This is an optimization exercise on Yosys and OpenROAD, whose aim is small area, a short achievable clock period and few clock cycles per item, not a production implementation.
The RTL was checked by simulation tests, not by an equivalence proof against the original design.
Power and IR drop assume default switching activity.

// lz77_token_encoder_unit
module lz77_token_encoder_unit #(
  parameter int SEARCH_SIZE    = lz77_pkg::SEARCH_SIZE_DEF,
  parameter int LOOKAHEAD_SIZE = lz77_pkg::LOOKAHEAD_SIZE_DEF
) (
  input  logic        clk,
  input  logic        rst_n,
  input  logic        in_tvalid,
  output logic        in_tready,
  input  logic [7:0]  in_tdata,    
  input  logic        in_tlast,    
  output logic        out_tvalid,
  input  logic        out_tready,
  output logic [23:0] out_tdata,   
  output logic        out_tlast,   
  input  logic        cfg_valid,
  output logic        cfg_ready,
  input  logic [1:0]  cfg_index,
  input  logic [8:0]  cfg_data
);
Size in the first run: roughly 8400 cells after synthesis, roughly 2900 flip-flops, about 53 I/O pins, about 120000 um2 of cells after synthesis.
export LEC_CHECK = 0
export CAP_MARGIN = 20
export CORE_MARGIN = 2
export CORE_UTILIZATION = 40
export CTS_CLUSTER_DIAMETER = 70
export CTS_CLUSTER_SIZE = 30
export SETUP_SLACK_MARGIN = 3.0
export SLEW_MARGIN = 20
create_clock -name core_clock -period 6.0 [get_ports {clk}]
standard.sh (not shown) runs the stock make flow with config.mk's settings and CLKGATE_MAP_FILE= SYNTH_SCRIPT=/design/flow/synth_recipe.tcl, a recipe that flattens the netlist after the stock synthesis.
==> flow/flow/run.sh <==
#!/bin/bash
# The standard layout, except that the port buffers are buf_4 cells
# rather than the delay buffers buffer_ports picks on its own. Every port
# still gets its buffer. The make output goes to standard_flow.log here;
# ORFS keeps each step's log under orfs/logs.
set -euo pipefail
export BUFFER_PORTS_ARGS="-buffer_cell sky130_fd_sc_hd__buf_4"
bash standard.sh > standard_flow.log 2>&1
Testbench counts at the start, summed over its fixed seeds: cycles 7,342, bytes 7,200.
Change:
--- a/flow/config.mk
+++ b/flow/config.mk
@@ -8,7 +8,7 @@
 export CAP_MARGIN = 20
 export CORE_MARGIN = 2
-export CORE_UTILIZATION = 40
+export CORE_UTILIZATION = 55
 export CTS_CLUSTER_DIAMETER = 70
 export CTS_CLUSTER_SIZE = 30
-export SETUP_SLACK_MARGIN = 3.0
+export SETUP_SLACK_MARGIN = 3.3
 export SLEW_MARGIN = 20
Combinational power rises by about 3%.
Critical path depth rises by 2.
Routed wire length rises by 1.5%.
Design area falls by 0.53%.
Worst setup slack improves by 0.15 ns.
Via count hardly moves.

---

Setup of ember:
lz77_token_encoder_unit, a different RTL version from the one above (not shown whole).
Size in the first run: ~8100 cells after synthesis, roughly 53 I/O pins, about 120000 µm² of cells after synthesis.
Design lz77_token_encoder_unit, start of the top module:
module lz77_token_encoder_unit #(
  parameter int SEARCH_SIZE    = lz77_pkg::SEARCH_SIZE_DEF,
  parameter int LOOKAHEAD_SIZE = lz77_pkg::LOOKAHEAD_SIZE_DEF
) (
  input  logic        clk,
  input  logic        rst_n,
  input  logic        in_tvalid,
  output logic        in_tready,
  input  logic [7:0]  in_tdata,    
  input  logic        in_tlast,    
  output logic        out_tvalid,
  input  logic        out_tready,
  output logic [23:0] out_tdata,   
  output logic        out_tlast,   
  input  logic        cfg_valid,
  output logic        cfg_ready,
  input  logic [1:0]  cfg_index,
  input  logic [8:0]  cfg_data
);
clock: 6.0 ns
lec_check: 0
cap_margin: 20
core_margin: 2
core_utilization: 40
setup_slack_margin: 3.5
slew_margin: 20
run.sh (not shown) runs the stock make flow with config.mk's settings and CLKGATE_MAP_FILE= SYNTH_SCRIPT=/design/flow/synth_recipe.tcl, a recipe that flattens the netlist after the stock synthesis.
Stock flow here: none of the scripts above is used.
ember: all stages complete, timing, DRC and antenna checks passed
Testbench counts of ember, summed over its fixed seeds: cycles 7,342, bytes 7,200.
## Diff of input files: juniper against ember
- an added CTS_CLUSTER_DIAMETER of 70
- an added CTS_CLUSTER_SIZE of 30
==> flow/flow/run.sh (new file) <==
#!/bin/bash
# The standard layout, except that the port buffers are buf_4 cells
# rather than the delay buffers buffer_ports picks on its own. Every port
# still gets its buffer. The make output goes to standard_flow.log here;
# ORFS keeps each step's log under orfs/logs.
set -euo pipefail
export BUFFER_PORTS_ARGS="-buffer_cell sky130_fd_sc_hd__buf_4"
bash standard.sh > standard_flow.log 2>&1
==> flow/standard.sh (new file) <==
#!/bin/bash
# synth_recipe.tcl (not shown) runs the flow's synth.tcl, then flattens the netlist and writes it again
# the make line also repeats each setting of config.mk as NAME=value (left out here)
make -C /OpenROAD-flow-scripts/flow DESIGN_CONFIG=/design/flow/config.mk WORK_HOME=/design/flow/orfs CLKGATE_MAP_FILE= SYNTH_SCRIPT=/design/flow/synth_recipe.tcl "${@:-finish}"
removed: flow/run.sh
--- outcome ---
Relative to ember, combined global-route utilization of all metal layers decreased by 0.26 points in juniper. From ember to juniper the numbers moved as follows: routed wire length went down by about 0.66%, final hold slack increased 7.0 ps, clock network fraction of total power moved down. Diff ember -> juniper | switching portion of total power | increase of 1.8 points. juniper has less setup slack than ember. On met1 demand-to-capacity share in global routing, juniper and ember are basically level. juniper vs ember — net switching power of the design dropped by a few percent. Area overhead of the layout relative to synthesis in juniper vs ember: down 3.3 points. Multi-input logic area across juniper and ember: no real change. Every stage of the flow completed for juniper, and the final layout passed the timing, DRC and antenna checks.
For harbor, these inputs were changed with respect to juniper:
- setting ABC_CLOCK_PERIOD_IN_PS to 3000 for the first time
- removing CTS_CLUSTER_SIZE (formerly 30)
- removing CTS_CLUSTER_DIAMETER (formerly 70)
==> flow/run.sh (new file) <==
#!/bin/bash
# synth_recipe.tcl (not shown) runs the flow's synth.tcl, then flattens the netlist and writes it again
# the make line also repeats each setting of config.mk as NAME=value (left out here)
make -C /OpenROAD-flow-scripts/flow DESIGN_CONFIG=/design/flow/config.mk WORK_HOME=/design/flow/orfs CLKGATE_MAP_FILE= SYNTH_SCRIPT=/design/flow/synth_recipe.tcl finish
removed: flow/flow/run.sh
removed: flow/standard.sh
Findings:
harbor finished every stage and its layout cleared the timing, DRC and antenna checks. Relative to juniper, total power consumption of the routed design increased by 14% in harbor. Per the comparison of harbor with juniper, met3 layer wire length in the routed design now larger; minimum setup slack in the final design rose 33 ps; non-clock buffer total of the final layout went down by about 0.6%. Relative to juniper, harbor degrades sum of routed wire length over all layers. harbor ends up with lower worst hold-check slack than juniper does. Between juniper and harbor, the flow reports routed length per placed instance decreasing slightly.
#### Input delta (nickel over harbor)
- ABC_CLOCK_PERIOD_IN_PS removed (was 3000)
==> flow/flow/run.sh (new file) <==
#!/bin/bash
# The standard layout, except that the port buffers are buf_4 cells
# rather than the delay buffers buffer_ports picks on its own. Every port
# still gets its buffer. The make output goes to standard_flow.log here;
# ORFS keeps each step's log under orfs/logs.
set -euo pipefail
export BUFFER_PORTS_ARGS="-buffer_cell sky130_fd_sc_hd__buf_4"
bash standard.sh > standard_flow.log 2>&1
==> flow/standard.sh (new file) <==
#!/bin/bash
# synth_recipe.tcl (not shown) runs the flow's synth.tcl, then flattens the netlist and writes it again
# the make line also repeats each setting of config.mk as NAME=value (left out here)
make -C /OpenROAD-flow-scripts/flow DESIGN_CONFIG=/design/flow/config.mk WORK_HOME=/design/flow/orfs CLKGATE_MAP_FILE= SYNTH_SCRIPT=/design/flow/synth_recipe.tcl "${@:-finish}"
removed: flow/run.sh
Notes after the runs:
| area growth from synthesis to layout | nickel vs harbor | 0.57 points higher |
Going from harbor to nickel, the routed wire length was found to have gone up by about 0.8%.
Per the comparison of nickel with harbor, total power went up; cell count after synthesis did not really move; wire length on met3 went down; core utilization went up.
The final-layout fill cell count of nickel and that of harbor are within noise of each other.
Here is what was changed in the inputs of raven compared with nickel.
- SETUP_SLACK_MARGIN now 4.0, was 3.5
==> flow/run.sh (new file) <==
#!/bin/bash
# synth_recipe.tcl (not shown) runs the flow's synth.tcl, then flattens the netlist and writes it again
# the make line also repeats each setting of config.mk as NAME=value (left out here)
make -C /OpenROAD-flow-scripts/flow DESIGN_CONFIG=/design/flow/config.mk WORK_HOME=/design/flow/orfs CLKGATE_MAP_FILE= SYNTH_SCRIPT=/design/flow/synth_recipe.tcl finish
removed: flow/flow/run.sh
removed: flow/standard.sh
==> run summary <==
Per the comparison of raven with nickel, setup slack went down 20 ps, final layout net count increased by about 13% relative to the old numbers, global placement routability congestion neither gained nor lost much. Comparing nickel and raven, the lower share of the final layout cell area in multi-input gates was measured on raven. Re worst hold slack: raven is 7.0 ps down on nickel. When the final numbers for nickel and raven were put side by side, the final area turned out to be smaller in nickel. nickel → raven: clock-buffer cell count +about 1.5%, area growth from synthesis to layout +22 points.

==> what the ideal ports hide <==
The flow's constraints put no driver on any port. The routed layouts listed below were extracted and timed again, unchanged, in two steps. Step 1, drivers: a clkbuf_16 drives clk and a buf_2 each remaining input, both assumed. Step 2, shift: input delay + t, output delay - t, t = (earliest + latest rising clock arrival at the registers) / 2. This alone moves slack from input paths to output paths. Three values: no drivers, after step 1, after step 2; two values: the first two.
| run | t, ns | setup WS [ns] | hold slack, ns | worst setup path at the end | cell pins on the clock port's net |
|---|---|---|---|---|---|
| the first run of note 1 | 0.961 | 2.981 / 2.981 / 2.589 | 0.417 / 0.417 / 0.417 | input to register | 1 |
| the second run of note 1 | 0.947 | 3.134 / 3.134 / 2.504 | 0.454 / 0.454 / 0.454 | input to register | 1 |
| ember | 0.948 | 3.088 / 3.088 / 2.514 | 0.416 / 0.416 / 0.416 | input to register | 1 |
| juniper | 0.949 | 3.055 / 3.055 / 2.662 | 0.423 / 0.423 / 0.423 | input to register | 1 |
| harbor | 0.948 | 3.088 / 3.088 / 2.514 | 0.416 / 0.416 / 0.416 | input to register | 1 |
| nickel | 0.958 | 3.069 / 3.069 / 2.701 | 0.432 / 0.432 / 0.432 | input to register | 1 |
| raven | 0.965 | 3.050 / 3.050 / 2.781 | 0.425 / 0.425 / 0.425 | input to register | 1 |
After both steps every run listed still meets setup and hold. The setup slack of the second run of note 1, which loses most, moves by 0.000 ns with the drivers and by -0.630 ns with both steps.
